From an optimization exercise on the open Yosys and OpenROAD flow, aimed at small area, a short achievable clock period and few clock cycles per item; shortcuts taken in it are not production practice.
Where RTL was checked, it was by simulation tests only, not by an equivalence proof against the original.
Only the layout flow was run in runs 1, 2 and 6; the RTL was not checked for function there.

===== design/flow/flow/run.sh =====
#!/bin/bash
# Standard synthesis, then the standard layout with repair_timing aiming for
# extra setup slack (the SDC and the clock period are unchanged).
set -euo pipefail
bash standard.sh synth > synth.log 2>&1
bash standard.sh SETUP_SLACK_MARGIN=10.8 finish > layout.log 2>&1

===== design/flow/constraint.sdc =====
create_clock -name core_clock -period 15.0 [get_ports {clk}]
set_input_delay 3.0000 -clock core_clock [delete_from_list [all_inputs] [get_ports {clk}]]
set_output_delay 3.0000 -clock core_clock [all_outputs]
set_load 0.01 [all_outputs]

===== design/flow/config.mk =====
export PLATFORM = sky130hd
export DESIGN_NAME = fp_div_top
export DESIGN_NICKNAME = fp_div_top
export VERILOG_FILES = /design/flow/design.v
export SDC_FILE = /design/flow/constraint.sdc
export NUM_CORES = 4
export LEC_CHECK = 0
export CAP_MARGIN = 20
export CORE_MARGIN = 2
export CORE_UTILIZATION = 40
export CTS_CLUSTER_DIAMETER = 150
export CTS_CLUSTER_SIZE = 26
export SLEW_MARGIN = 20

===== design/flow/design.v =====
`default_nettype none
package fp_div_pkg;
    function automatic logic carry_out(input logic [23:0] g, input logic [23:0] p);
        logic [23:0] gt;
        logic [23:0] pt;
        gt = g;
        pt = p;
        for (int lvl = 0; lvl < 5; lvl++)
        begin
            for (int k = 0; k < 12; k++)
            begin
                if (2 * k + 1 < ((24 + (1 << lvl) - 1) >> lvl))
                begin
                    gt[k] = gt[2*k+1] | (pt[2*k+1] & gt[2*k]);
                    pt[k] = pt[2*k+1] & pt[2*k];
                end
                else if (2 * k < ((24 + (1 << lvl) - 1) >> lvl))
                begin
                    gt[k] = gt[2*k];
                    pt[k] = pt[2*k];
                end
            end
        end
        carry_out = gt[0];
    endfunction
    function automatic logic ge7(input logic [6:0] a, input logic [6:0] b);
        logic [6:0] ua;
        logic [6:0] ub;
        logic       c;
        ua = a ^ 7'h40;
        ub = b ^ 7'h40;
        c  = 1'b1;
        for (int i = 0; i < 7; i++)
            c = (ua[i] & ~ub[i]) | ((ua[i] | ~ub[i]) & c);
        ge7 = c;
    endfunction
    typedef logic [25-1:0] rem_t;
    typedef logic [13-1:0] dig_t;
    typedef logic signed [8+1:0] exp_t;
    function automatic logic [2:0] sel4(input logic signed [6:0] y, input logic [2:0] dh);
        logic signed [6:0] mn1;
        logic signed [6:0] m0;
        logic signed [6:0] m1;
        logic signed [6:0] m2;
        logic ge_n1;
        logic ge_0;
        logic ge_1;
        logic ge_2;
        case (dh)
            3'd0:    begin mn1 = -7'sd13; m2 = 7'sd12; end
            3'd1:    begin mn1 = -7'sd15; m2 = 7'sd14; end
            3'd2:    begin mn1 = -7'sd16; m2 = 7'sd15; end
            3'd3:    begin mn1 = -7'sd18; m2 = 7'sd16; end
            3'd4:    begin mn1 = -7'sd20; m2 = 7'sd18; end
            3'd5:    begin mn1 = -7'sd21; m2 = 7'sd20; end
            3'd6:    begin mn1 = -7'sd23; m2 = 7'sd22; end
            default: begin mn1 = -7'sd25; m2 = 7'sd24; end
        endcase
        m0 = dh[2] ? -7'sd7 : -7'sd5;
        m1 = dh[2] ? 7'sd6 : 7'sd4;
        ge_n1 = ge7(y, mn1);
        ge_0  = ge7(y, m0);
        ge_1  = ge7(y, m1);
        ge_2  = ge7(y, m2);
        sel4 = {ge_1, (ge_1 & ~ge_2) | (ge_n1 & ~ge_0), ge_2 | ~ge_n1};
    endfunction
endpackage
`default_nettype wire
`default_nettype none
module fp_div_classify
(
    input  wire logic                        clk,
    input  wire logic                        reset,
    input  wire logic                        in_valid,
    input  wire logic [8+23:0] a,
    input  wire logic [8+23:0] b,
    output logic                             out_valid,
    output logic                             sign,
    output logic [8-1:0]             a_exp,
    output logic [8-1:0]             b_exp,
    output logic [25-1:0]             rem_s,
    output logic [6:0]                       rem_c_hi,
    output logic [23-1:0]             b_frac,
    output logic                             q1_two
);
    localparam int SIGN_BIT = 8 + 23;
    logic [2:0]           q1_sel;
    assign q1_sel = fp_div_pkg::sel4({4'b0001, a[23-1:23-3]},
                                     b[23-1:23-3]);
    always_ff @(posedge clk)
    begin
        if (reset)
            out_valid <= 1'b0;
        else
            out_valid <= in_valid;
    end
    always_ff @(posedge clk)
    begin
        sign   <= a[SIGN_BIT] ^ b[SIGN_BIT];
        a_exp  <= a[SIGN_BIT-1:23];
        b_exp  <= b[SIGN_BIT-1:23];
        rem_s  <= {2'b01, a[23-1:0]};
        rem_c_hi <= q1_sel[0] ? {1'b1, b[23-1:23-6]} : {2'b01, b[23-1:23-5]};
        b_frac <= b[23-1:0];
        q1_two <= q1_sel[0];
    end
endmodule
`default_nettype wire
`default_nettype none
module fp_div_mant_stage
#(
    parameter int FIRST = 2,    
    parameter int NROWS = 2
)
(
    input  wire logic                   clk,
    input  wire logic                   reset,
    input  wire logic                   in_valid,
    input  wire logic                   in_sign,
    input  wire logic [8:0]     in_ecode,
    input  wire logic [23-1:0]   in_b_frac,
    input  wire logic [25-1:0]   in_s,
    input  wire logic [25-1:0]   in_c,
    input  wire logic [13-1:0] in_qs,
    input  wire logic [13-1:0] in_q1,
    input  wire logic [13-1:0] in_q2,
    output logic                        out_valid,
    output logic                        out_sign,
    output logic [8:0]          out_ecode,
    output logic [23-1:0]        out_b_frac,
    output logic [25-1:0]        out_s,
    output logic [25-1:0]        out_c,
    output logic [13-1:0]   out_qs,
    output logic [13-1:0]   out_q1,
    output logic [13-1:0]   out_q2
);
    localparam int W = 25;
    localparam int PREV = (FIRST > 2) ? 13 + 1 - FIRST : 0;
    fp_div_pkg::rem_t d1;
    fp_div_pkg::rem_t d2;
    fp_div_pkg::rem_t s_n;
    fp_div_pkg::rem_t c_n;
    fp_div_pkg::rem_t s4;
    fp_div_pkg::rem_t c4;
    fp_div_pkg::rem_t x;
    fp_div_pkg::rem_t cy;
    fp_div_pkg::dig_t qs_n;
    fp_div_pkg::dig_t q1_n;
    fp_div_pkg::dig_t q2_n;
    logic [6:0] y;
    logic [2:0] q;
    assign d1 = {2'b01, in_b_frac};
    assign d2 = {1'b1, in_b_frac, 1'b0};
    always_comb
    begin
        s_n  = ~in_s;
        c_n  = ~in_c;
        if (FIRST == 2)
            s_n = in_s;
        if (FIRST > 2)
        begin
            s_n[0] = in_qs[PREV] ^ (in_q1[PREV] & in_b_frac[0]);
            s_n[1] = in_qs[PREV] ^ ((in_q1[PREV] & in_b_frac[1]) | (in_q2[PREV] & in_b_frac[0]));
            c_n[0] = in_qs[PREV];
        end
        qs_n = in_qs;
        q1_n = in_q1;
        q2_n = in_q2;
        for (int r = 0; r < NROWS; r++)
        begin
            y  = s_n[W-1:W-7] + c_n[W-1:W-7];
            q  = fp_div_pkg::sel4(y, in_b_frac[23-1:23-3]);
            s4 = {s_n[W-3:0], 2'b00};
            c4 = {c_n[W-3:0], 2'b00};
            for (int i = 0; i < W; i++)
                x[i] = q[2] ^ ((q[1] & d1[i]) | (q[0] & d2[i]));
            s_n = s4 ^ c4 ^ x;
            cy  = (s4 & c4) | (s4 & x) | (c4 & x);
            c_n = {cy[W-2:0], q[2]};
            if (FIRST + r == 2)
                c_n[2] = 1'b1;
            qs_n[13 - FIRST - r] = q[2];
            q1_n[13 - FIRST - r] = q[1];
            q2_n[13 - FIRST - r] = q[0];
        end
    end
    always_ff @(posedge clk)
    begin
        if (reset)
            out_valid <= 1'b0;
        else
            out_valid <= in_valid;
    end
    always_ff @(posedge clk)
    begin
        out_sign   <= in_sign;
        out_ecode  <= in_ecode;
        out_b_frac <= in_b_frac;
        out_s      <= ~s_n;
        out_c      <= ~c_n;
        out_qs     <= qs_n;
        out_q1     <= q1_n;
        out_q2     <= q2_n;
    end
endmodule
`default_nettype wire
`default_nettype none
module fp_div_pack
(
    input  wire logic                   clk,
    input  wire logic                   reset,
    input  wire logic                   in_valid,
    input  wire logic                   in_sign,
    input  wire logic [8:0]     in_ecode,
    input  wire logic [25-1:0]   in_s,    
    input  wire logic [25-1:0]   in_c,    
    input  wire logic [13-1:0] in_qs,
    input  wire logic [13-1:0] in_q1,
    input  wire logic [13-1:0] in_q2,
    output logic                        out_valid,
    output logic [8+23:0] result,
    output logic                        exception,
    output logic                        overflow,
    output logic                        underflow
);
    localparam int W = 25;
    localparam int QW = 2 * 13;
    logic [W-2:0]                 gg;
    logic [W-2:0]                 pp;
    logic                         cin_top;
    logic                         neg;
    logic [QW-1:0]                qpos;
    logic [QW-1:0]                qneg;
    logic [QW-1:0]                qsum;
    logic [25-1:0]        qall;
    logic [25-1:0]        quot;
    logic                         norm_hi;
    logic [23-1:0]         frac;
    logic                         special;
    logic [8-1:0]         ev;
    logic [8-1:0]         exp_res;
    logic                         exc;
    logic                         zero;
    logic                         ovf;
    logic                         unf;
    logic [8+23:0] result_next;
    always_comb
    begin
        gg = in_s[W-2:0] & in_c[W-2:0];
        pp = in_s[W-2:0] | in_c[W-2:0];
        gg[0] = pp[0];
        cin_top = fp_div_pkg::carry_out(gg, pp);
    end
    assign neg = ~(in_s[W-1] ^ in_c[W-1] ^ cin_top);
    always_comb
    begin
        for (int i = 0; i < 13; i++)
        begin
            qpos[2*i +: 2] = in_qs[i] ? {in_q2[i], in_q1[i]} : 2'b00;
            qneg[2*i +: 2] = in_qs[i] ? 2'b00 : {in_q2[i], in_q1[i]};
        end
        qpos[QW-1 -: 2] = {in_q2[13-1], ~in_q2[13-1]};
        qneg[QW-1 -: 2] = 2'b00;
    end
    assign qsum = qpos + ~qneg;
    always_comb
    begin
        qall[0] = 1'b1;
        for (int i = 1; i < 25; i++)
            qall[i] = qall[i-1] & qsum[i-1];
    end
    assign quot = qsum[25-1:0] ^ (qall & {25{~neg}});
    assign norm_hi = quot[25-1];
    assign frac    = norm_hi ? quot[25-2:1] : quot[25-3:0];
    assign special = in_ecode[8];
    assign ev      = in_ecode[8-1:0];
    assign exp_res = norm_hi ? ev + 8'(1) : ev;
    assign exc  = special & ev[1] & ev[0];
    assign zero = special & ev[1] & ~ev[0];
    assign ovf  = special ? (~ev[1] & ev[0])  : (norm_hi & (ev == 8'(255 - 1)));
    assign unf  = special ? (~ev[1] & ~ev[0]) : (~norm_hi & (ev == '0));
    always_comb
    begin
        if (exc)
            result_next = '1;
        else if (zero || unf)
            result_next = {in_sign, {(8 + 23){1'b0}}};
        else if (ovf)
            result_next = {in_sign, {8{1'b1}}, {23{1'b0}}};
        else
            result_next = {in_sign, exp_res, frac};
    end
    always_ff @(posedge clk)
    begin
        if (reset)
        begin
            out_valid <= 1'b0;
            exception <= 1'b0;
            overflow  <= 1'b0;
            underflow <= 1'b0;
        end
        else
        begin
            out_valid <= in_valid;
            exception <= in_valid && exc;
            overflow  <= in_valid && ovf;
            underflow <= in_valid && unf;
        end
    end
    always_ff @(posedge clk)
    begin
        result <= result_next;
    end
endmodule
`default_nettype wire
`default_nettype none
module fp_div_top
(
    input  wire logic                        clk,
    input  wire logic                        reset,
    input  wire logic                        in_valid,
    input  wire logic [8+23:0] a,
    input  wire logic [8+23:0] b,
    output logic                             out_valid,
    output logic [8+23:0]     result,
    output logic                             exception,
    output logic                             overflow,
    output logic                             underflow
);
    localparam int NST = 12;
    localparam int R   = 1;
    logic                  st_valid  [0:NST];
    logic                  st_sign   [0:NST];
    logic [8-1:0]  st_a_exp;
    logic [8-1:0]  st_b_exp;
    logic                  st_exc;
    logic                  st_zero;
    fp_div_pkg::exp_t      st_exp_lo;
    logic [8:0]    st_ecode  [0:NST];
    logic [23-1:0]  st_b_frac [0:NST];
    fp_div_pkg::rem_t      st_s      [0:NST];
    fp_div_pkg::rem_t      st_c      [0:NST];
    fp_div_pkg::dig_t      st_qs     [0:NST];
    fp_div_pkg::dig_t      st_q1     [0:NST];
    fp_div_pkg::dig_t      st_q2     [0:NST];
    logic                  q1_two;
    logic [6:0]            rem_c_hi;
    fp_div_classify u_classify
    (
        .clk       (clk),
        .reset     (reset),
        .in_valid  (in_valid),
        .a         (a),
        .b         (b),
        .out_valid (st_valid[0]),
        .sign      (st_sign[0]),
        .a_exp     (st_a_exp),
        .b_exp     (st_b_exp),
        .rem_s     (st_s[0]),
        .rem_c_hi  (rem_c_hi),
        .b_frac    (st_b_frac[0]),
        .q1_two    (q1_two)
    );
    assign st_c[0]  = {rem_c_hi, q1_two ? {st_b_frac[0][23-7:0], 1'b0} : st_b_frac[0][23-6:0]};
    assign st_qs[0] = '0;
    assign st_q1[0] = '0;
    assign st_q2[0] = {q1_two, {(13-1){1'b0}}};
    assign st_exc    = (&st_a_exp) || (&st_b_exp) || (st_b_exp == '0);
    assign st_zero   = (st_a_exp == '0);
    assign st_exp_lo = fp_div_pkg::exp_t'({2'b00, st_a_exp}) - fp_div_pkg::exp_t'({2'b00, st_b_exp})
                       + fp_div_pkg::exp_t'(127 - 1);
    always_comb
    begin
        if (st_exc)
            st_ecode[0] = {1'b1, 8'(3)};
        else if (st_zero)
            st_ecode[0] = {1'b1, 8'(2)};
        else if (st_exp_lo >= fp_div_pkg::exp_t'(255))
            st_ecode[0] = {1'b1, 8'(1)};
        else if (st_exp_lo < fp_div_pkg::exp_t'(0))
            st_ecode[0] = {1'b1, 8'(0)};
        else
            st_ecode[0] = {1'b0, st_exp_lo[8-1:0]};
    end
    for (genvar i = 0; i < NST; i++)
    begin : g_div
        localparam int FIRST = 2 + i * R;
        localparam int NROWS = (13 + 1 - FIRST < R) ? 13 + 1 - FIRST : R;
        fp_div_mant_stage
        #(
            .FIRST (FIRST),
            .NROWS (NROWS)
        )
        u_stage
        (
            .clk        (clk),
            .reset      (reset),
            .in_valid   (st_valid[i]),
            .in_sign    (st_sign[i]),
            .in_ecode   (st_ecode[i]),
            .in_b_frac  (st_b_frac[i]),
            .in_s       (st_s[i]),
            .in_c       (st_c[i]),
            .in_qs      (st_qs[i]),
            .in_q1      (st_q1[i]),
            .in_q2      (st_q2[i]),
            .out_valid  (st_valid[i+1]),
            .out_sign   (st_sign[i+1]),
            .out_ecode  (st_ecode[i+1]),
            .out_b_frac (st_b_frac[i+1]),
            .out_s      (st_s[i+1]),
            .out_c      (st_c[i+1]),
            .out_qs     (st_qs[i+1]),
            .out_q1     (st_q1[i+1]),
            .out_q2     (st_q2[i+1])
        );
    end
    fp_div_pack u_pack
    (
        .clk       (clk),
        .reset     (reset),
        .in_valid  (st_valid[NST]),
        .in_sign   (st_sign[NST]),
        .in_ecode  (st_ecode[NST]),
        .in_s      (st_s[NST]),
        .in_c      (st_c[NST]),
        .in_qs     (st_qs[NST]),
        .in_q1     (st_q1[NST]),
        .in_q2     (st_q2[NST]),
        .out_valid (out_valid),
        .result    (result),
        .exception (exception),
        .overflow  (overflow),
        .underflow (underflow)
    );
endmodule
`default_nettype wire

===== design/flow/standard.sh =====
#!/bin/bash
# synth_recipe.tcl (not shown) runs the flow's synth.tcl, then flattens the netlist and writes it again
# the make line also repeats each setting of config.mk as NAME=value (left out here)
make -C /OpenROAD-flow-scripts/flow DESIGN_CONFIG=/design/flow/config.mk WORK_HOME=/design/flow/orfs CLKGATE_MAP_FILE= SYNTH_SCRIPT=/design/flow/synth_recipe.tcl "${@:-finish}"

==> results.yml, run 1 <==
worst_setup_path:
  reg2reg_slack_ns: 10.93
  crit_end: "result[2]"
  critPathBufInv: 1
  r2r_end: "u_pack.result[6]"
  worst-r2r-cell-count: 12
  required_ns: 12.00
  crit_family: "flip-flops"
  crit_chain: "buf_6"
  startpoint: "u_pack.result[2]"
  cpPeakStageDelay_ns: 0.37
  critPathMaxFanout: 1
  cp-end-kind: "output pin"
  cpMaxStageDelayCell: "dfxtp_4"
  cp.depth: 1
  crit_arrival_ns: 1.18
  path_class: "flip-flop to output pin"
  cp-start-kind: "flip-flop"
  r2r-start: "g_div[11].u_stage.out_q1[1]"
min_path:
  min_path_type: "flip-flop to flip-flop"
synth:
  synth_seq_area_share_pct: 55.8
  synth_largest_area_cell: "dfxtp_1"
  synth_edf_count: 0
  synth-seq-cells: 1281
  syn_nets: 4309
  synth_flop_cell: "dfxtp_1"
  synth_warnings: 41
  synth_top_area_share_pct: 55.8
  synth_area_leaders: "dfxtp_1, fa_1, xnor2_1, a22oi_1, ha_1"
  ys_types: 89
  ys_async_sr_fraction_pct: 0
  synthCells: 3891
  syn_avg_cell_area_um2: 11.8
  mappedNetlistArea_um2: 46000
global_routing:
  first_global_vias: 26300
  grt_usage_pct: 13.8
  antenna_found_initial: 0
  grt_max_degree: 28
  grt_first_pass_wirelength_mm: 135
  overflow: 0
sta:
  slew_headroom_pct: 26.4
  fin_skew_ns: 0.0603
  fmax_mhz: 239
  rsz0062_at_grt: "yes"
  layout_min_cycle_time_ns: 4.18
  finalCritPeriodShare_pct: 27.9
  timing.final.ws_setup_ns: 10.82
  setup_viol: 0
  drv_slew: 0
  timing_hold_violations_final: 0
  timing.setup.tns_ns: 0
  worstMarginPinSlew_ns: 1.09
finish:
  area_growth_pct: 11.6
  nets: 4413
  antenna-diode-count: 0
  final_cell_count_no_fill: 5510
  drive_gt1_share_pct: 8.45
  seq_area_um2: 25700
  multiInputGateArea_um2: 19400
  fin_util_pct: 44.9
  fillers: 10500
clocking:
  cts_root_buf: "clkbuf_16"
  cts_tree: "built"
  cts_max_level: 2
  cts_buffers: 55
  clockBufferDepth: 3
  cts.sinks: 1281
  worst_skew_pair.late_latency_ns: 0.70
  path_clk_slew_ns: 0.10
floorplanning:
  rows: 124
  fp.dieW_um: 343
  start_util_pct: 40.3
  die_h_um: 343
  dieArea_um2: 118000
  coreArea_um2: 114000
  io_pins: 103
place:
  place_inst: 5392
  gp_congestion: 0.813
  pre_cts_ws_ns: 10.09
  io_buffers: 102
  hpwl_mm: 60.4
run_status:
  status: "complete, no violations"
flow_run:
  cap_violations: 0
route:
  drtIter0Drc: 1435
  drcViolationCount: 0
  vias_per_cell: 4.79
  drt_pass1_iterations: 5
  ant_nets: 0
  route.vias.total: 26400
  wl_per_cell_um: 15.6
  routed_wl_mm: 85.7
==> area by class of cell <==
type / count / area share, %
inverters: 331 / 2.42
repair buffers: 172 / 3.15
clock inverters: 5 / 0.156
clock buffers: 55 / 2.68
flip-flops and latches: 1281 / 50.1
well taps: 1512 / 3.69
multi-input cells: 2154 / 37.8
==> Yosys cell counts (7+ instances only) <==
master	number
dfxtp_1	1281
xnor2_1	387
inv_1	330
a22oi_1	272
fa_1	244
a21oi_1	165
nor2_1	130
nand2_1	126
o21ai_0	120
clkbuf_1	112
ha_1	107
xor2_1	52
nor2b_1	41
nor3_1	35
a21o_1	27
a31oi_1	27
nand3_1	25
o21bai_1	25
mux2i_1	24
nand2b_1	21
o21a_1	20
o211ai_1	19
a211oi_1	18
o22ai_1	17
buf_1	15
a21boi_0	14
o31ai_1	14
or2_2	14
and2_1	13
nand4_1	13
nor3b_1	12
nor4_1	12
and3_1	9
maj3_1	9
a2111oi_0	7
or3_1	7
==> per-layer routing <==
layer	share of wire (%)	vias up	GRT usage, %
li1	-	13200	-
met1	46	12700	18.6
met2	48	406	23.4
met3	3.5	105	2.03
met4	2.3	0	3.08
met5	0	-	0
==> worst reg2reg max path, delay by kind of cell (launching register included) <==
kind                   cells  cell delay, ns
flip-flops                 1            0.38
XOR/XNOR                   1            0.12
AND/OR/NAND/NOR            4            1.68
AO/OA/AOI/OAI              6            1.57
buffers and inverters      1            0.22
==> per-stage QoR <==
step / hold WS (ns) / area, µm²
3_5_place_dp: 0.312 / 48600
4_1_cts: 0.322 / 50300
2_1_floorplan: 0.310 / 46000
6_report: 0.324 / 51300
5_1_grt: 0.332 / 51300
3_3_place_gp: 0.311 / 48600
==> cells in the final DEF, fill, tap and decap left out, drive strengths merged, types with 7 or more instances in the layout <==
master         count
dfxtp           1281
xnor2            387
inv              334
a22oi            272
fa               244
a21oi            166
nor2             130
nand2            126
o21ai            124
ha               107
buf              104
clkdlybuf4s50     66
clkbuf            57
xor2              52
nor2b             42
nor3              37
a31oi             30
a21o              27
o21bai            25
nand3             25
mux2i             24
nand2b            21
o21a              21
o211ai            20
a211oi            19
o22ai             17
a21boi            16
or2               16
o31ai             15
nand4             13
nor4              13
and2              13
nor3b             12
and3               9
maj3               9
o41ai              9
or3                7
a2111oi            7
==> worst min path at each step <==
stage | startpoint | endpoint | slack (ns) | cells past startpoint
3_3_place_gp | g_div[0].u_stage.out_ecode[4] | g_div[1].u_stage.out_ecode[4] | 0.31 | 0
4_1_cts | g_div[5].u_stage.out_b_frac[14] | g_div[6].u_stage.out_b_frac[14] | 0.32 | 0
5_1_grt | g_div[5].u_stage.out_b_frac[14] | g_div[6].u_stage.out_b_frac[14] | 0.33 | 0
2_1_floorplan | u_classify.sign | g_div[0].u_stage.out_sign | 0.31 | 0
6_report | g_div[10].u_stage.out_q2[4] | g_div[11].u_stage.out_q2[4] | 0.32 | 0
3_5_place_dp | g_div[9].u_stage.out_q1[8] | g_div[10].u_stage.out_q1[8] | 0.31 | 0
==> sequential cells by signal, summed over array words and instances (netlist names), 7 cells and up <==
name                      count
g_div.u_stage.out_s         278
g_div.u_stage.out_c         265
g_div.u_stage.out_b_frac    253
g_div.u_stage.out_ecode     108
g_div.u_stage.out_q2         90
g_div.u_stage.out_q1         78
g_div.u_stage.out_qs         78
u_pack.result                32
u_classify.b_frac            23
u_classify.rem_s             23
g_div.u_stage.out_sign       12
g_div.u_stage.out_valid      12
u_classify.a_exp              8
u_classify.b_exp              8
u_classify.rem_c_hi           7
==> timing repair <==
action,in CTS,in global routing
setup endpoints to repair,489,542
cloned,4,9
buffers inserted,10,35
gates resized for setup,202,141
endpoints found under the hold margin,0,0
pin swaps,4,42
hold buffers,0,0
==> cells by family (layout without fill, tap and decap cells) <==
family                     after synthesis  count (layout)  synth area share [%]
AOI/OAI and AO/OA                      828             834                  12.3
xor gates and xnor gates               439             439                  8.36
adders and majority gates              360             360                  13.7
buffers and inverters                  465             563                  3.85
DFF                                   1281            1281                  55.8
muxes                                   29              29                 0.645
and+or+nand+nor                        489             492                  5.35
==> run 2, diff against run 1 <==
==> design/flow/flow/run.sh (replaced) <==
#!/bin/bash
# Standard synthesis without the full-adder extraction step (ADDER_MAP_FILE
# empty, so abc maps the adders too), then the standard layout with
# repair_timing aiming for extra setup slack (the SDC and the clock period
# are unchanged).
set -euo pipefail
bash standard.sh ADDER_MAP_FILE= synth > synth.log 2>&1
bash standard.sh ADDER_MAP_FILE= SETUP_SLACK_MARGIN=10.8 finish > layout.log 2>&1
==> run 2 against run 1 <==
Compared with the run above:
- maximum frequency is 1.0% higher
- via count is 7.6% higher
- critical path depth stayed put
- still clean on timing, DRC and antenna
- sequential share of layout area is 0.39 points lower
==> results.yml, run 2 <==
sta:
  slew_headroom_pct: 29.9
  timing.final.ws_setup_ns: 10.86
  layout_min_cycle_time_ns: 4.14
  rsz0062_at_grt: "yes"
  fmax_mhz: 242
  worstMarginPinSlew_ns: 1.05
  fin_skew_ns: 0.0526
  timing.setup.tns_ns: 0
  holdWs_ns: 0.302
  timing_hold_violations_final: 0
  finalCritPeriodShare_pct: 27.6
  setup_viol: 0
  drv_slew: 0
worst_setup_path:
  cp.depth: 1
  crit_family: "flip-flops"
  cpMaxStageDelayCell: "dfxtp_2"
  critPathMaxFanout: 1
  cp-end-kind: "output pin"
  worst-r2r-cell-count: 12
  crit_chain: "buf_6"
  crit_arrival_ns: 1.14
  path_class: "flip-flop to output pin"
  required_ns: 12.00
  cp-start-kind: "flip-flop"
  critPathBufInv: 1
  cpPeakStageDelay_ns: 0.37
synth:
  synth_top_family_by_area: "XOR/XNOR gates"
  synthCells: 4241
  synthTopCellsByCount: "dfxtp_1, xnor2_1, a22oi_1"
  synthAdderAreaFrac_pct: 5.79
  synth_warnings: 41
  synth_largest_area_cell: "dfxtp_1"
  synthXorXnorAreaFrac_pct: 17.7
  synth_seq_area_share_pct: 54.3
  ys_types: 96
  synth_edf_count: 0
  synth-compound-area-share_pct: 12.3
  synthMuxAreaShare_pct: 0.949
  yosysMostFrequentCell: "dfxtp_1"
  synth_area_leaders: "dfxtp_1, xnor2_1, maj3_1, a22oi_1, xor2_1"
  synth-seq-cells: 1281
  syn_nets: 4308
  synth-simple-area-share_pct: 6.83
  mappedNetlistArea_um2: 47200
  synth_top_area_share_pct: 54.3
  synth_flop_cell: "dfxtp_1"
  ys_async_sr_fraction_pct: 0
  syn_avg_cell_area_um2: 11.1
route:
  vias_per_cell: 4.88
  drt_pass1_iterations: 5
  drtIter0Drc: 1543
  routed_wl_mm: 83.3
  route.vias.total: 28400
  wl_per_cell_um: 14.3
  drcViolationCount: 0
  ant_nets: 0
clocking:
  cts_tree: "built"
  cts_max_level: 2
  cts.sinks: 1281
  worst_skew_pair.late_latency_ns: 0.68
  cts_buffers: 55
  path_clk_slew_ns: 0.10
  clockBufferDepth: 3
  cts_root_buf: "clkbuf_16"
floorplanning:
  die_h_um: 348
  rows: 126
  fp.dieW_um: 348
  start_util_pct: 40.1
  io_pins: 103
  coreArea_um2: 118000
  dieArea_um2: 121000
global_routing:
  antenna_found_initial: 0
  grt_max_degree: 27
  grt_usage_pct: 13.4
  first_global_vias: 27400
  grt_first_pass_wirelength_mm: 138
  overflow: 0
place:
  place_inst: 5748
  pre_cts_ws_ns: 10.08
  gp_congestion: 0.811
  place_area_um2: 49800
  hpwl_mm: 61.5
  io_buffers: 102
finish:
  drive_gt1_share_pct: 7.58
  layout_commonest_cell: "dfxtp_1"
  final_cell_mix: "dfxtp_1, xnor2_1, a22oi_1"
  largest_register: "g_div.u_stage.out_s"
  fin_area_um2: 51700
  final_cell_count_no_fill: 5824
  antenna-diode-count: 0
  area_growth_pct: 9.46
  largest_register_ffs: 278
  nets: 4353
  fillers: 11100
  largestRegisters: "g_div.u_stage.out_s (278), g_div.u_stage.out_c (265), g_div.u_stage.out_b_frac (253)"
min_path:
  min_path_type: "flip-flop to flip-flop"
  whs_path_depth: 0
flow_run:
  cap_violations: 0
run_status:
  status: "complete, no violations"
run 2: cell families (layout without fill, tap and decap cells):
| family | Yosys count | after routing |
|---|---|---|
| DFF | 1281 | 1281 |
| AOI/OAI and AO/OA | 827 | 830 |
| buffers and inverters | 236 | 279 |
| adders and majority gates | 271 | 271 |
| muxes | 42 | 42 |
| and+or+nand+nor | 661 | 662 |
| xor gates and xnor gates | 923 | 923 |
run 2: worst paths after layout:
path | start | to | slack, ns
worst min register to register | g_div[7].u_stage.out_ecode[8] | g_div[8].u_stage.out_ecode[8] | 0.30
worst max-delay path | u_pack.result[1] | result[1] | 10.86
worst min-delay path | g_div[7].u_stage.out_ecode[8] | g_div[8].u_stage.out_ecode[8] | 0.30
worst max register to register | g_div[3].u_stage.out_c[19] | g_div[4].u_stage.out_c[6] | 10.95
run 2: area by class of cell:
class	instances	area (µm²)	area share, %
Sequential cell	1281	25700	49.7
Multi-Input combinational cell	2728	21100	40.9
Tap cell	1536	1920	3.72
Clock buffer	56	1400	2.71
Timing Repair Buffer	142	1190	2.30
Inverter	78	304	0.588
Clock inverter	3	45.0	0.0872
run 2: repair_timing:
action	4_1_cts	5_1_grt
setup buffers	2	11
gates cloned	2	2
hold buffers	0	0
gates resized for setup	188	59
pin swaps	3	9
endpoints found under the setup margin	288	306
run 2: routing by layer:
metal | global-route usage, % | routed length, µm
met4 | 3.40 | 1570
met5 | 0 | 0
met2 | 23.1 | 38900
met3 | 1.43 | 2330
met1 | 17.9 | 40500
run 2: stage by stage:
| step | util [%] |
|---|---|
| floorplan | - |
| global placement | 42.3 |
| detailed placement | 42.3 |
| CTS | 43.6 |
| global route | 43.9 |
| finish | 43.9 |
==> run 3, diff against run 2 <==
--- a/design/flow/design.v
+++ b/design/flow/design.v
@@ -143,7 +143,8 @@
     fp_div_pkg::rem_t s4;
     fp_div_pkg::rem_t c4;
     fp_div_pkg::rem_t x;
-    fp_div_pkg::rem_t cy;
+    fp_div_pkg::rem_t w1;
+    logic             ce;
     fp_div_pkg::dig_t qs_n;
     fp_div_pkg::dig_t q1_n;
     fp_div_pkg::dig_t q2_n;
@@ -170,15 +171,32 @@
         begin
             y  = s_n[W-1:W-7] + c_n[W-1:W-7];
             q  = fp_div_pkg::sel4(y, in_b_frac[23-1:23-3]);
-            s4 = {s_n[W-3:0], 2'b00};
-            c4 = {c_n[W-3:0], 2'b00};
+            if (FIRST + r == 2)
+            begin
+                w1 = s_n + c_n + fp_div_pkg::rem_t'(1);
+                s4 = {w1[W-3:0], 2'b00};
+                c4 = '0;
+            end
+            else
+            begin
+                s4 = {s_n[W-3:0], 2'b00};
+                c4 = {c_n[W-3:0], 2'b00};
+            end
             for (int i = 0; i < W; i++)
                 x[i] = q[2] ^ ((q[1] & d1[i]) | (q[0] & d2[i]));
-            s_n = s4 ^ c4 ^ x;
-            cy  = (s4 & c4) | (s4 & x) | (c4 & x);
-            c_n = {cy[W-2:0], q[2]};
-            if (FIRST + r == 2)
-                c_n[2] = 1'b1;
+            c_n = '0;
+            for (int i = 0; i < W; i += 2)
+            begin
+                s_n[i] = s4[i] ^ c4[i] ^ x[i];
+                ce     = (s4[i] & c4[i]) | (s4[i] & x[i]) | (c4[i] & x[i]);
+                if (i + 1 < W)
+                begin
+                    s_n[i+1] = s4[i+1] ^ x[i+1] ^ ce;
+                    if (i + 2 < W)
+                        c_n[i+2] = (s4[i+1] & x[i+1]) | (s4[i+1] & ce) | (x[i+1] & ce);
+                end
+            end
+            c_n[0] = q[2];
             qs_n[13 - FIRST - r] = q[2];
             q1_n[13 - FIRST - r] = q[1];
             q2_n[13 - FIRST - r] = q[0];
==> run 3 against run 2 <==
Compared with the run above:
- hold slack improved by 0.024 ns
- worst setup slack worse by 0.031 ns
- first-iteration DRC count is 21% higher
- critical path type unchanged
==> results.yml, run 3 <==
sta:
  setup_viol: 0
  finalCritPeriodShare_pct: 27.8
  rsz0062_at_grt: "yes"
  fin_skew_ns: 0.0662
  holdWs_ns: 0.326
  layout_min_cycle_time_ns: 4.17
  timing_hold_violations_final: 0
  drv_slew: 0
  timing.setup.tns_ns: 0
  worstMarginPinSlew_ns: 0.730
  slew_headroom_pct: 49.9
  fmax_mhz: 240
route:
  route.vias.total: 35100
  met1_length_mm: 44.7
  vias_per_cell: 5.27
  wl_per_cell_um: 15.1
  dr_wl_met3_mm: 2.78
  met2_wirelength_mm: 51.5
  drcViolationCount: 0
  drt_pass1_iterations: 5
  ant_nets: 0
  drtIter0Drc: 1869
  maxUsedRoutingLayer: "met4"
  routed_wl_mm: 101
synth:
  synth_area_leaders: "dfxtp_1, xnor2_1, xor2_1, a21oi_1, nor2_1"
  synthTopCellsByCount: "dfxtp_1, xnor2_1, nor2_1"
  ys_async_sr_fraction_pct: 0
  ys_types: 106
  synth-seq-cells: 1149
  synth_edf_count: 0
  synth_top_family_by_area: "compound AO/OA/AOI/OAI gates"
  yosysMostFrequentCell: "dfxtp_1"
  synthXorXnorAreaFrac_pct: 17.6
  syn_nets: 5141
  synthAdderAreaFrac_pct: 2.05
  synth_flop_cell: "dfxtp_1"
  synth_largest_area_cell: "dfxtp_1"
  synth_top_area_share_pct: 46.5
  synth_seq_area_share_pct: 46.5
  synthCells: 5074
  synth_warnings: 41
  synth-compound-area-share_pct: 18.4
  mappedNetlistArea_um2: 49400
  syn_avg_cell_area_um2: 9.74
  synth-simple-area-share_pct: 11.5
  synthMuxAreaShare_pct: 1.13
worst_setup_path:
  reg2reg_slack_ns: 10.93
  critPathMaxFanout: 1
  crit_family: "flip-flops"
  cpMaxStageDelayCell: "dfxtp_2"
  startpoint: "u_pack.result[9]"
  crit_end: "result[9]"
  cp.depth: 1
  cp-start-kind: "flip-flop"
  path_class: "flip-flop to output pin"
  r2r_end: "g_div[6].u_stage.out_c[24]"
  crit_arrival_ns: 1.17
  required_ns: 12.00
  r2r-start: "g_div[5].u_stage.out_c[18]"
  cpPeakStageDelay_ns: 0.37
  cp-end-kind: "output pin"
  worst-r2r-cell-count: 13
  critPathBufInv: 1
  crit_chain: "buf_6"
floorplanning:
  io_pins: 103
  rows: 128
  fp.dieW_um: 356
  die_h_um: 356
  dieArea_um2: 126000
  start_util_pct: 40.5
  coreArea_um2: 122000
global_routing:
  antenna_found_initial: 0
  overflow: 0
  first_global_vias: 33700
  grt_usage_pct: 15.2
  grt_max_degree: 42
  grt_first_pass_wirelength_mm: 165
place:
  io_buffers: 102
  gp_congestion: 0.854
  hpwl_mm: 73.3
finish:
  largestRegisters: "g_div.u_stage.out_s (278), g_div.u_stage.out_b_frac (253), g_div.u_stage.out_c (133)"
  nets: 5101
  fillers: 11600
  area_growth_pct: 9.24
  largest_register: "g_div.u_stage.out_s"
  final_cell_mix: "dfxtp_1, xnor2_1, nor2_1"
  antenna-diode-count: 0
  layout_commonest_cell: "dfxtp_1"
  largest_register_ffs: 278
  drive_gt1_share_pct: 7.94
clocking:
  clockBufferDepth: 3
  ctsHoldBuffers: 0
  cts_buffers: 50
  cts_tree: "built"
  cts_root_buf: "clkbuf_16"
  path_clk_slew_ns: 0.10
  cts_max_level: 2
  worst_skew_pair.late_latency_ns: 0.69
  cts.sinks: 1149
min_path:
  min_path_type: "flip-flop to flip-flop"
flow_run:
  cap_violations: 0
run_status:
  status: "complete, no violations"
## run 3: through the flow
stage / instance area, µm² / setup WS (ns) / std cells / util, %
after detailed placement: 51800 / 10.11 / 6584 / 42.4
final: 54000 / 10.83 / 6662 / 44.2
after CTS: 53300 / 10.76 / 6642 / 43.6
after floorplan: 49400 / 11.03 / 5074 / -
after global placement: 51800 / 10.23 / 6584 / 42.4
after global routing: 54000 / 10.76 / 6662 / 44.2
## run 3: metal layers
layer	vias up	track usage, %
li1	17900	-
met1	16700	18.5
met2	481	28.5
met3	121	1.74
met4	0	3.53
met5	-	0
## run 3: cell families after synthesis
group / count (synthesis)
and+or+nand+nor: 1166
DFF: 1149
AOI/OAI and AO/OA: 1270
buffers and inverters: 344
xor gates and xnor gates: 991
adders and majority gates: 99
muxes: 55
## run 3: layout make-up
cell class              count  area [µm²]  share of cell area, %
clock buffers              50        1250                   2.32
repair buffers            156        1520                   2.82
inverters                  92         362                  0.670
flip-flops and latches   1149       23100                   42.7
multi-input cells        3585       25700                   47.5
well taps                1625        2030                   3.77
clock inverters             5         105                  0.195
## run 3: worst min path at each step
stage / end / startpoint / slack (ns) / depth (start not counted)
after global routing: g_div[11].u_stage.out_ecode[8] / g_div[10].u_stage.out_ecode[8] / 0.33 / 0
after floorplan: g_div[0].u_stage.out_sign / u_classify.sign / 0.31 / 0
after global placement: g_div[6].u_stage.out_ecode[4] / g_div[5].u_stage.out_ecode[4] / 0.31 / 0
after detailed placement: g_div[10].u_stage.out_ecode[5] / g_div[9].u_stage.out_ecode[5] / 0.31 / 0
after CTS: g_div[11].u_stage.out_ecode[8] / g_div[10].u_stage.out_ecode[8] / 0.32 / 0
final: g_div[11].u_stage.out_ecode[8] / g_div[10].u_stage.out_ecode[8] / 0.33 / 0
## run 3: timing repair
| item | 4_1_cts | 5_1_grt |
|---|---|---|
| pin swaps | 4 | 17 |
| buffers inserted | 3 | 13 |
| gates cloned | 0 | 7 |
| gates resized for setup | 241 | 96 |
| endpoints found under the setup margin | 194 | 230 |
Testbench counts of run 3, summed over its fixed seeds: cycles 16,104, items 16,000.
==> run 4, diff against run 3 <==
==> design/flow/flow/run.sh (replaced) <==
#!/bin/bash
# Standard synthesis, then the standard layout with repair_timing aiming for
# extra setup slack (the SDC and the clock period are unchanged), and the
# smallest buffer on each port.
set -euo pipefail
bash standard.sh synth > synth.log 2>&1
bash standard.sh SETUP_SLACK_MARGIN=10.8 "BUFFER_PORTS_ARGS=-buffer_cell sky130_fd_sc_hd__buf_1" finish > layout.log 2>&1
==> run 4 against run 3 <==
Compared with the run above:
- wire length down 25%
- worst setup slack better by 0.024 ns
- critical endpoint is now result[10]
- hold slack worse by 0.011 ns
- non-clock buffer count up 3
- sequential cell count unchanged
- count of clock-buffer cells in the layout unchanged
- die area down 13%
- highest routed layer unchanged
- critical path type unchanged
- still clean on timing, DRC and antenna
- maximum frequency up 0.58%
- register-to-register slack worse by 0.02 ns
==> results.yml, run 4 <==
run_status:
  status: "complete, no violations"
finish:
  largest_register_ffs: 278
  area_growth_pct: 9.75
  final_cell_mix: "dfxtp_1, xnor2_1, a22oi_1"
  fin_area_um2: 47300
  final_cell_count_no_fill: 5190
  fillers: 9930
  layout_commonest_cell: "dfxtp_1"
  antenna-diode-count: 0
  nets: 4190
  drive_gt1_share_pct: 6.92
  fin_util_pct: 44.2
  largest_register: "g_div.u_stage.out_s"
  largestRegisters: "g_div.u_stage.out_s (278), g_div.u_stage.out_b_frac (253), g_div.u_stage.out_c (133)"
worst_setup_path:
  critPathBufInv: 1
  critPathMaxFanout: 1
  worst-r2r-cell-count: 12
  reg2reg_slack_ns: 10.91
  r2r_end: "u_pack.result[0]"
  cp-end-kind: "output pin"
  cp-start-kind: "flip-flop"
  crit_arrival_ns: 1.14
  crit_family: "flip-flops"
  crit_chain: "buf_1"
  cpMaxStageDelayCell: "dfxtp_1"
  path_class: "flip-flop to output pin"
  r2r-start: "g_div[11].u_stage.out_q1[0]"
  cpPeakStageDelay_ns: 0.34
  required_ns: 12.00
clocking:
  cts_max_level: 2
  cts.sinks: 1149
  cts_tree: "built"
  clockBufferDepth: 3
  worst_skew_pair.late_latency_ns: 0.64
  ctsHoldBuffers: 0
  cts_buffers: 50
  path_clk_slew_ns: 0.09
  cts_root_buf: "clkbuf_16"
floorplanning:
  fp.dieW_um: 332
  dieArea_um2: 110000
  die_h_um: 332
  io_pins: 103
  coreArea_um2: 107000
  start_util_pct: 40.3
  rows: 120
global_routing:
  grt_max_degree: 28
  grt_usage_pct: 13.2
  grt_first_pass_wirelength_mm: 124
  antenna_found_initial: 0
  overflow: 0
  first_global_vias: 24800
synth:
  synth_largest_area_cell: "dfxtp_1"
  synth_seq_area_share_pct: 53.4
  synth_edf_count: 0
  yosysMostFrequentCell: "dfxtp_1"
  ys_async_sr_fraction_pct: 0
  syn_avg_cell_area_um2: 11.6
  synth_area_leaders: "dfxtp_1, fa_1, xnor2_1, a22oi_1, ha_1"
  synthCells: 3700
  synth-seq-cells: 1149
  synthTopCellsByCount: "dfxtp_1, xnor2_1, a22oi_1"
  synth_flop_cell: "dfxtp_1"
  syn_nets: 4104
  synth_warnings: 41
  ys_types: 85
  synth_top_area_share_pct: 53.4
  mappedNetlistArea_um2: 43100
min_path:
  hold_start: "g_div[6].u_stage.out_qs[7]"
  min_path_type: "flip-flop to flip-flop"
  whs_path_depth: 0
  min_to: "g_div[7].u_stage.out_qs[7]"
flow_run:
  cap_violations: 0
route:
  wl_per_cell_um: 14.7
  drcViolationCount: 0
  route.vias.total: 25200
  vias_per_cell: 4.85
  drt_pass1_iterations: 5
  ant_nets: 0
  drtIter0Drc: 1366
  routed_wl_mm: 76.1
sta:
  timing.setup.tns_ns: 0
  finalCritPeriodShare_pct: 27.6
  fmax_mhz: 241
  drv_slew: 0
  rsz0062_at_grt: "yes"
  fin_skew_ns: 0.0290
  timing_hold_violations_final: 0
  worstMarginPinSlew_ns: 1.36
  slew_headroom_pct: 8.66
  setup_viol: 0
  layout_min_cycle_time_ns: 4.14
place:
  place_inst: 5098
  gp_congestion: 0.793
  hpwl_mm: 54.7
  io_buffers: 102
  place_area_um2: 44900
==> run 4: how the worst max path moves through the flow <==
stage	to	depth (start not counted)	start	slack, ns
2_1_floorplan	g_div[0].u_stage.out_s[23]	18	u_classify.rem_c_hi[6]	10.90
5_1_grt	g_div[0].u_stage.out_s[23]	18	u_classify.rem_c_hi[6]	10.72
3_5_place_dp	g_div[0].u_stage.out_s[23]	17	u_classify.rem_c_hi[6]	10.14
6_report	result[10]	1	u_pack.result[10]	10.86
4_1_cts	g_div[0].u_stage.out_s[23]	18	u_classify.rem_c_hi[6]	10.79
3_3_place_gp	g_div[0].u_stage.out_s[23]	17	u_classify.rem_c_hi[6]	10.19
==> run 4: metrics by stage <==
step | hold WS [ns] | worst slack (ns)
2_1_floorplan | 0.310 | 10.90
3_3_place_gp | 0.311 | 10.19
3_5_place_dp | 0.312 | 10.14
4_1_cts | 0.300 | 10.79
5_1_grt | 0.312 | 10.72
6_report | 0.315 | 10.86
==> run 4: layout make-up <==
| class | count | area, µm² | area share, % |
|---|---|---|---|
| Inverter | 247 | 927 | 1.96 |
| Sequential cell | 1149 | 23000 | 48.7 |
| Clock inverter | 3 | 66.3 | 0.140 |
| Timing Repair Buffer | 159 | 891 | 1.89 |
| Tap cell | 1403 | 1760 | 3.71 |
| Clock buffer | 50 | 1250 | 2.65 |
| Multi-Input combinational cell | 2179 | 19300 | 40.9 |
==> run 4: logic make-up (layout without fill, tap and decap cells) <==
family,after synthesis,after routing,share of synthesized area [%]
flip-flops,1149,1149,53.4
AO/OA/AOI/OAI,755,761,12.0
AND/OR/NAND/NOR,540,540,6.17
XOR/XNOR,475,475,9.70
buffers and inverters,378,459,3.33
adder cells (fa/ha/maj),358,358,14.4
multiplexers,45,45,1.07
==> run 4: layer usage <==
metal	wire length, µm	global-route usage, %	share of wire [%]	vias to the layer above
li1	-	-	-	12600
met1	35300	17.5	46	12100
met2	36800	23.0	48	337
met3	2150	1.57	2.8	100
met4	1800	3.24	2.4	0
met5	0	0	0	-
==> run 4: timing repair <==
action,CTS,global route
setup endpoints to repair,299,280
gates cloned,3,8
resized for setup,44,120
setup buffers,0,26
pin swaps,3,34
==> run 5, diff against run 4 <==
==> design/flow/flow/run.sh (replaced) <==
#!/bin/bash
# Standard synthesis, then the standard layout with repair_timing aiming for
# extra setup slack (the SDC and the clock period are unchanged).
set -euo pipefail
bash standard.sh synth > synth.log 2>&1
bash standard.sh SETUP_SLACK_MARGIN=10.8 finish > layout.log 2>&1
==> run 5 against run 4 <==
Compared with the run above:
- clock skew up 0.0052 ns
- hold slack is essentially flat
- cell count rose by 0.12%
- global-route usage shrank 0.053 points
- first-iteration DRC count shrank 13%
- via count about the same
- sequential share of layout area fell by 0.55 points
- count of clock-buffer cells in the layout is 1 higher
==> results.yml, run 5 <==
run_status:
  status: "complete, no violations"
route:
  drtIter0Drc: 1192
  drcViolationCount: 0
  route.vias.total: 25200
  routed_wl_mm: 76.7
  drt_pass1_iterations: 5
  ant_nets: 0
  wl_per_cell_um: 14.8
  vias_per_cell: 4.84
global_routing:
  overflow: 0
  first_global_vias: 24900
  antenna_found_initial: 0
  grt_first_pass_wirelength_mm: 124
  grt_max_degree: 28
  grt_usage_pct: 13.2
worst_setup_path:
  required_ns: 12.00
  r2r-start: "u_classify.rem_c_hi[6]"
  crit_arrival_ns: 1.13
  crit_end: "result[4]"
  path_class: "flip-flop to output pin"
  startpoint: "u_pack.result[4]"
  cpPeakStageDelay_ns: 0.35
  cp-start-kind: "flip-flop"
  r2r_end: "g_div[0].u_stage.out_s[23]"
  critPathMaxFanout: 1
  cpMaxStageDelayCell: "dfxtp_2"
  reg2reg_slack_ns: 10.97
  cp.depth: 1
  critPathBufInv: 1
  crit_family: "flip-flops"
  worst-r2r-cell-count: 19
  crit_chain: "buf_2"
  cp-end-kind: "output pin"
synth:
  syn_nets: 4104
  ys_async_sr_fraction_pct: 0
  ys_types: 85
  synth_edf_count: 0
  yosysMostFrequentCell: "dfxtp_1"
  synth_top_area_share_pct: 53.4
  synth_warnings: 41
  synth_flop_cell: "dfxtp_1"
  syn_avg_cell_area_um2: 11.6
  synth_area_leaders: "dfxtp_1, fa_1, xnor2_1, a22oi_1, ha_1"
  synthCells: 3700
  synthTopCellsByCount: "dfxtp_1, xnor2_1, a22oi_1"
  synth_seq_area_share_pct: 53.4
  synth-seq-cells: 1149
  synth_largest_area_cell: "dfxtp_1"
  mappedNetlistArea_um2: 43100
finish:
  layout_commonest_cell: "dfxtp_1"
  largest_register: "g_div.u_stage.out_s"
  area_growth_pct: 11.1
  antenna-diode-count: 0
  final_cell_count_no_fill: 5196
  largestRegisters: "g_div.u_stage.out_s (278), g_div.u_stage.out_b_frac (253), g_div.u_stage.out_c (133)"
  drive_gt1_share_pct: 8.17
  nets: 4194
  fin_area_um2: 47800
  largest_register_ffs: 278
  final_cell_mix: "dfxtp_1, xnor2_1, a22oi_1"
sta:
  timing.final.ws_setup_ns: 10.87
  setup_viol: 0
  holdWs_ns: 0.315
  fin_skew_ns: 0.0343
  drv_slew: 0
  worstMarginPinSlew_ns: 1.28
  timing_hold_violations_final: 0
  timing.setup.tns_ns: 0
  finalCritPeriodShare_pct: 27.5
  fmax_mhz: 242
  rsz0062_at_grt: "yes"
  slew_headroom_pct: 13.8
  layout_min_cycle_time_ns: 4.13
place:
  io_buffers: 102
  place_inst: 5098
  place_area_um2: 45500
  gp_congestion: 0.807
  hpwl_mm: 54.3
  pre_cts_ws_ns: 10.23
floorplanning:
  io_pins: 103
  die_h_um: 332
  rows: 120
  dieArea_um2: 110000
  coreArea_um2: 107000
  fp.dieW_um: 332
  start_util_pct: 40.3
clocking:
  cts_buffers: 50
  ctsHoldBuffers: 0
  cts_tree: "built"
  cts.sinks: 1149
  path_clk_slew_ns: 0.10
  worst_skew_pair.late_latency_ns: 0.65
  cts_max_level: 2
  cts_root_buf: "clkbuf_16"
  clockBufferDepth: 3
flow_run:
  cap_violations: 0
min_path:
  hold_start: "g_div[3].u_stage.out_ecode[2]"
  min_path_type: "flip-flop to flip-flop"
run 5: cell counts after synthesis:
No cell type changed its count.
run 5: cells by family after synthesis:
kind of cell,after synthesis,synth area share [%]
AOI/OAI and AO/OA,755,12.0
xor gates and xnor gates,475,9.70
adders and majority gates,358,14.4
buffers and inverters,378,3.33
DFF,1149,53.4
muxes,45,1.07
and+or+nand+nor,540,6.17
run 5: how the worst min path moves through the flow:
stage / cells past startpoint / slack, ns / to
2_1_floorplan: 0 / 0.31 / g_div[0].u_stage.out_sign
6_report: 0 / 0.32 / g_div[4].u_stage.out_ecode[2]
5_1_grt: 0 / 0.30 / g_div[9].u_stage.out_q1[9]
3_3_place_gp: 0 / 0.31 / g_div[11].u_stage.out_q2[12]
4_1_cts: 0 / 0.30 / g_div[4].u_stage.out_ecode[2]
3_5_place_dp: 0 / 0.31 / g_div[10].u_stage.out_ecode[0]
run 5: layout make-up:
class / instances / area, µm²
clock inverter: 4 / 78.8
fill: 9850 / 59100
tap: 1403 / 1760
sequential: 1149 / 23000
inverter: 247 / 927
multi-input combinational: 2182 / 19400
clock buffer: 51 / 1280
timing repair buffer: 160 / 1380
run 5: metal layers:
layer,track usage [%],wire [µm],share of wire (%),vias to the layer above
li1,-,-,-,12600
met1,17.1,35400,46,12100
met2,23.3,37700,49,339
met3,1.58,2060,2.7,87
met4,3.12,1460,1.9,0
met5,0,0,0,-
run 5: repair_timing:
| item | 4_1_cts | 5_1_grt |
|---|---|---|
| setup buffers | 4 | 22 |
| pin swaps | 7 | 23 |
| gates resized for setup | 208 | 113 |
| gates cloned | 4 | 12 |
| setup endpoints to repair | 312 | 289 |
run 5: per-stage QoR:
stage / util [%]
after floorplan: -
after global routing: 44.8
after detailed placement: 42.6
after CTS: 43.9
final: 44.8
after global placement: 42.6
==> run 6, diff against run 5 <==
--- a/design/flow/design.v
+++ b/design/flow/design.v
@@ -23,41 +23,38 @@
         end
         carry_out = gt[0];
     endfunction
-    function automatic logic ge7(input logic [6:0] a, input logic [6:0] b);
-        logic [6:0] ua;
-        logic [6:0] ub;
+    function automatic logic ge7(input logic [7:0] a, input logic [7:0] b);
+        logic [7:0] ua;
+        logic [7:0] ub;
         logic       c;
-        ua = a ^ 7'h40;
-        ub = b ^ 7'h40;
+        ua = a ^ 8'h80;
+        ub = b ^ 8'h80;
         c  = 1'b1;
-        for (int i = 0; i < 7; i++)
+        for (int i = 0; i < 8; i++)
             c = (ua[i] & ~ub[i]) | ((ua[i] | ~ub[i]) & c);
         ge7 = c;
     endfunction
     typedef logic [25-1:0] rem_t;
     typedef logic [13-1:0] dig_t;
     typedef logic signed [8+1:0] exp_t;
-    function automatic logic [2:0] sel4(input logic signed [6:0] y, input logic [2:0] dh);
-        logic signed [6:0] mn1;
-        logic signed [6:0] m0;
-        logic signed [6:0] m1;
-        logic signed [6:0] m2;
+    function automatic logic [2:0] sel4(input logic signed [7:0] y, input logic [2:0] dh);
+        logic signed [7:0] mn1;
+        logic signed [7:0] m0;
+        logic signed [7:0] m1;
+        logic signed [7:0] m2;
         logic ge_n1;
         logic ge_0;
         logic ge_1;
         logic ge_2;
         case (dh)
-            3'd0:    begin mn1 = -7'sd13; m2 = 7'sd12; end
-            3'd1:    begin mn1 = -7'sd15; m2 = 7'sd14; end
-            3'd2:    begin mn1 = -7'sd16; m2 = 7'sd15; end
-            3'd3:    begin mn1 = -7'sd18; m2 = 7'sd16; end
-            3'd4:    begin mn1 = -7'sd20; m2 = 7'sd18; end
-            3'd5:    begin mn1 = -7'sd21; m2 = 7'sd20; end
-            3'd6:    begin mn1 = -7'sd23; m2 = 7'sd22; end
-            default: begin mn1 = -7'sd25; m2 = 7'sd24; end
+            3'd0:         begin mn1 = -8'sd26; m2 = 8'sd25; end
+            3'd1:         begin mn1 = -8'sd29; m2 = 8'sd28; end
+            3'd2, 3'd3:   begin mn1 = -8'sd33; m2 = 8'sd32; end
+            3'd4, 3'd5:   begin mn1 = -8'sd40; m2 = 8'sd38; end
+            default:      begin mn1 = -8'sd45; m2 = 8'sd44; end
         endcase
-        m0 = dh[2] ? -7'sd7 : -7'sd5;
-        m1 = dh[2] ? 7'sd6 : 7'sd4;
+        m0 = dh[2] ? -8'sd12 : -8'sd10;
+        m1 = dh[2] ? 8'sd12 : 8'sd8;
         ge_n1 = ge7(y, mn1);
         ge_0  = ge7(y, m0);
         ge_1  = ge7(y, m1);
@@ -85,7 +82,7 @@
 );
     localparam int SIGN_BIT = 8 + 23;
     logic [2:0]           q1_sel;
-    assign q1_sel = fp_div_pkg::sel4({4'b0001, a[23-1:23-3]},
+    assign q1_sel = fp_div_pkg::sel4({4'b0001, a[23-1:23-4]},
                                      b[23-1:23-3]);
     always_ff @(posedge clk)
     begin
@@ -148,7 +145,7 @@
     fp_div_pkg::dig_t qs_n;
     fp_div_pkg::dig_t q1_n;
     fp_div_pkg::dig_t q2_n;
-    logic [6:0] y;
+    logic [7:0] y;
     logic [2:0] q;
     assign d1 = {2'b01, in_b_frac};
     assign d2 = {1'b1, in_b_frac, 1'b0};
@@ -169,7 +166,7 @@
         q2_n = in_q2;
         for (int r = 0; r < NROWS; r++)
         begin
-            y  = s_n[W-1:W-7] + c_n[W-1:W-7];
+            y  = s_n[W-1:W-8] + c_n[W-1:W-8];
             q  = fp_div_pkg::sel4(y, in_b_frac[23-1:23-3]);
             if (FIRST + r == 2)
             begin
==> run 6 against run 5 <==
Compared with the run above:
- still clean on timing, DRC and antenna
- cell count decreased by 2.4%
- register-to-register slack got worse by 0.12 ns
- via count decreased by 3.5%
- first-iteration DRC count decreased by 14%
- sequential cell count unchanged
- global-route usage increased by 0.45 points
- cell area decreased by 2.1%
- critical path type is now input port to flip-flop
- highest routed layer unchanged
==> results.yml, run 6 <==
worst_setup_path:
  path_class: "input port to flip-flop"
  crit_arrival_ns: 4.72
  crit_chain: "clkdlybuf4s15_2, inv_16, ha_4, inv_2, maj3_2, maj3_2, maj3_2, nand2_4, inv_4, nand2_1, nand2_1"
  r2r_end: "g_div[0].u_stage.out_s[23]"
  critPathBufInv: 4
  path_common_cell: "maj3_2"
  cp-start-kind: "input port"
  reg2reg_slack_ns: 10.85
  cpPeakStageDelay_ns: 0.32
  required_ns: 15.56
  critPathMaxFanout: 7
  worst-r2r-cell-count: 17
  r2r-start: "u_classify.rem_c_hi[6]"
  crit_family: "adder cells"
  cpMaxStageDelayCell: "maj3_2"
  cp-end-kind: "flip-flop"
synth:
  synthTopCellsByCount: "dfxtp_1, xnor2_1, a22oi_1"
  mappedNetlistArea_um2: 42500
  synth_edf_count: 0
  synthCells: 3593
  syn_nets: 4000
  synth_area_leaders: "dfxtp_1, fa_1, xnor2_1, a22oi_1, ha_1"
  ys_async_sr_fraction_pct: 0
  yosysMostFrequentCell: "dfxtp_1"
  synth_flop_cell: "dfxtp_1"
  synth_seq_area_share_pct: 54.1
  syn_avg_cell_area_um2: 11.8
  synth-seq-cells: 1149
  ys_types: 86
  synth_largest_area_cell: "dfxtp_1"
  synth_warnings: 41
  synth_top_area_share_pct: 54.1
clocking:
  cts_tree: "built"
  cts_max_level: 2
  clockBufferDepth: 3
  cts.sinks: 1149
  worst_skew_pair.late_latency_ns: 0.67
  cts_buffers: 50
  cts_root_buf: "clkbuf_16"
  path_clk_slew_ns: 0.11
finish:
  largest_register: "g_div.u_stage.out_s"
  nets: 4083
  largestRegisters: "g_div.u_stage.out_s (278), g_div.u_stage.out_b_frac (253), g_div.u_stage.out_c (133)"
  largest_register_ffs: 278
  final_cell_mix: "dfxtp_1, xnor2_1, a22oi_1"
  layout_commonest_cell: "dfxtp_1"
  antenna-diode-count: 0
  drive_gt1_share_pct: 7.67
  final_cell_count_no_fill: 5070
  area_growth_pct: 10.2
place:
  place_inst: 4991
  gp_congestion: 0.800
  pre_cts_ws_ns: 9.75
  io_buffers: 102
  hpwl_mm: 54.4
sta:
  fmax_mhz: 241
  finalCritPeriodShare_pct: 27.7
  setup_viol: 0
  fin_skew_ns: 0.0207
  worstMarginPinSlew_ns: 0.965
  drv_slew: 0
  timing.setup.tns_ns: 0
  slew_headroom_pct: 35.2
  timing.final.ws_setup_ns: 10.84
  layout_min_cycle_time_ns: 4.16
  rsz0062_at_grt: "yes"
  timing_hold_violations_final: 0
global_routing:
  first_global_vias: 25300
  grt_usage_pct: 13.6
  grt_max_degree: 27
  overflow: 0
  grt_first_pass_wirelength_mm: 123
  antenna_found_initial: 0
route:
  met2_wirelength_mm: 37.7
  dr_wl_met3_mm: 1.78
  drcViolationCount: 0
  met1_length_mm: 31.7
  wl_per_cell_um: 14.3
  routed_wl_mm: 72.7
  vias_per_cell: 4.79
  route.vias.total: 24300
  drtIter0Drc: 1025
  ant_nets: 0
  maxUsedRoutingLayer: "met4"
  drt_pass1_iterations: 5
floorplanning:
  io_pins: 103
  coreArea_um2: 105000
  dieArea_um2: 109000
  die_h_um: 330
  fp.dieW_um: 330
  rows: 119
  start_util_pct: 40.4
min_path:
  hold_start: "g_div[9].u_stage.out_q1[5]"
  min_path_type: "flip-flop to flip-flop"
  whs_path_depth: 0
  min_to: "g_div[10].u_stage.out_q1[5]"
flow_run:
  cap_violations: 0
run_status:
  status: "complete, no violations"
run 6: cell count changes after synthesis, moves of 12 or more:
cell      delta
nand2_1     -26
nor2_1      -20
o21ai_0     -20
xnor2_1     -15
clkbuf_1    -12
maj3_1      -12
run 6: worst max path at each step:
stage                           startpoint                    endpoint  slack [ns]  cells after the start
floorplan                            b[21]      u_classify.rem_c_hi[3]       10.59                     10
global placement                     b[21]      u_classify.rem_c_hi[1]        9.76                     11
detailed placement                   b[21]      u_classify.rem_c_hi[3]        9.75                     11
CTS                 u_classify.rem_c_hi[6]  g_div[0].u_stage.out_s[23]       10.78                     17
global route        u_classify.rem_c_hi[6]   g_div[0].u_stage.out_s[3]       10.64                     17
finish                               b[21]      u_classify.rem_c_hi[0]       10.84                     11
run 6: stage by stage:
stage	instance area (µm²)	utilization [%]	hold slack (ns)
floorplan	42600	-	0.310
global placement	45000	42.8	0.311
detailed placement	45000	42.8	0.312
CTS	46500	44.2	0.326
global route	46800	44.5	0.335
finish	46800	44.5	0.314
run 6: repair_timing:
action / CTS / global route
hold buffers: 0 / 0
endpoints found under the hold margin: 0 / 0
buffers inserted: 8 / 11
pin swaps: 7 / 23
gates cloned: 5 / 0
setup endpoints to repair: 211 / 205
gates resized for setup: 201 / 70
run 6: final cells by class:
class                           count  area, µm²
Clock buffer                       50       1250
Multi-Input combinational cell   2079      18500
Clock inverter                      5       83.8
Inverter                          248        952
Sequential cell                  1149      23000
Fill cell                        9695      58400
Timing Repair Buffer              148       1280
Tap cell                         1391       1740
run 6: cells by family (layout without fill, tap and decap cells):
group                    after synthesis  after routing  synth area share (%)
flip-flops                          1149           1149                  54.1
AO/OA/AOI/OAI                        727            727                  11.7
AND/OR/NAND/NOR                      491            493                  5.84
XOR/XNOR                             462            462                  9.52
buffers and inverters                367            451                  3.29
adder cells (fa/ha/maj)              349            349                  14.4
multiplexers                          48             48                  1.14
run 6: layer usage:
layer / up-vias / global-route usage [%]
met1: 11700 / 16.2
li1: 12200 / -
met3: 99 / 1.68
met2: 233 / 25.6
met5: - / 0
met4: 0 / 3.77

port drivers added, routing unchanged:
The results above use ideal ports. As a check the final layouts listed here were re-extracted and re-timed, cells and wires unchanged.
Step 1 (the two cells are an assumption about what drives the block):
set clk [get_ports {clk}]
set_driving_cell -lib_cell sky130_fd_sc_hd__clkbuf_16 $clk
set_driving_cell -lib_cell sky130_fd_sc_hd__buf_2 [delete_from_list [all_inputs] $clk]
Step 2 moves the port delays by t, midway between the first and last clock arrival at a register: inputs arrive t later, outputs are due t later. That takes back most of the time a late clock gives input paths.
a / b / c = no drivers / after step 1 / after step 2; a / b = the first two.
run	shift t [ns]	slack for setup (ns)	hold slack, ns	slew at the worst register clock pin (ns)	pins driven straight from the clock port
run 1	0.730	10.821 / 10.756 / 10.546	0.324 / 0.324 / 0.324	0.11 / 0.11	1
run 2	0.714	10.863 / 10.799 / 10.499	0.302 / 0.302 / 0.302	0.11 / 0.11	1
run 3	0.730	10.831 / 10.765 / 10.462	0.326 / 0.326 / 0.326	0.11 / 0.11	1
run 4	0.693	10.855 / 10.792 / 10.838	0.315 / 0.315 / 0.315	0.10 / 0.10	1
run 5	0.690	10.875 / 10.813 / 10.519	0.315 / 0.315 / 0.315	0.10 / 0.10	1
run 6	0.722	10.844 / 10.797 / 10.163	0.314 / 0.314 / 0.314	0.11 / 0.11	1
After both steps every run listed still meets setup and hold. The setup slack of run 6, which loses most, moves by -0.047 ns with the drivers and by -0.681 ns with both steps.
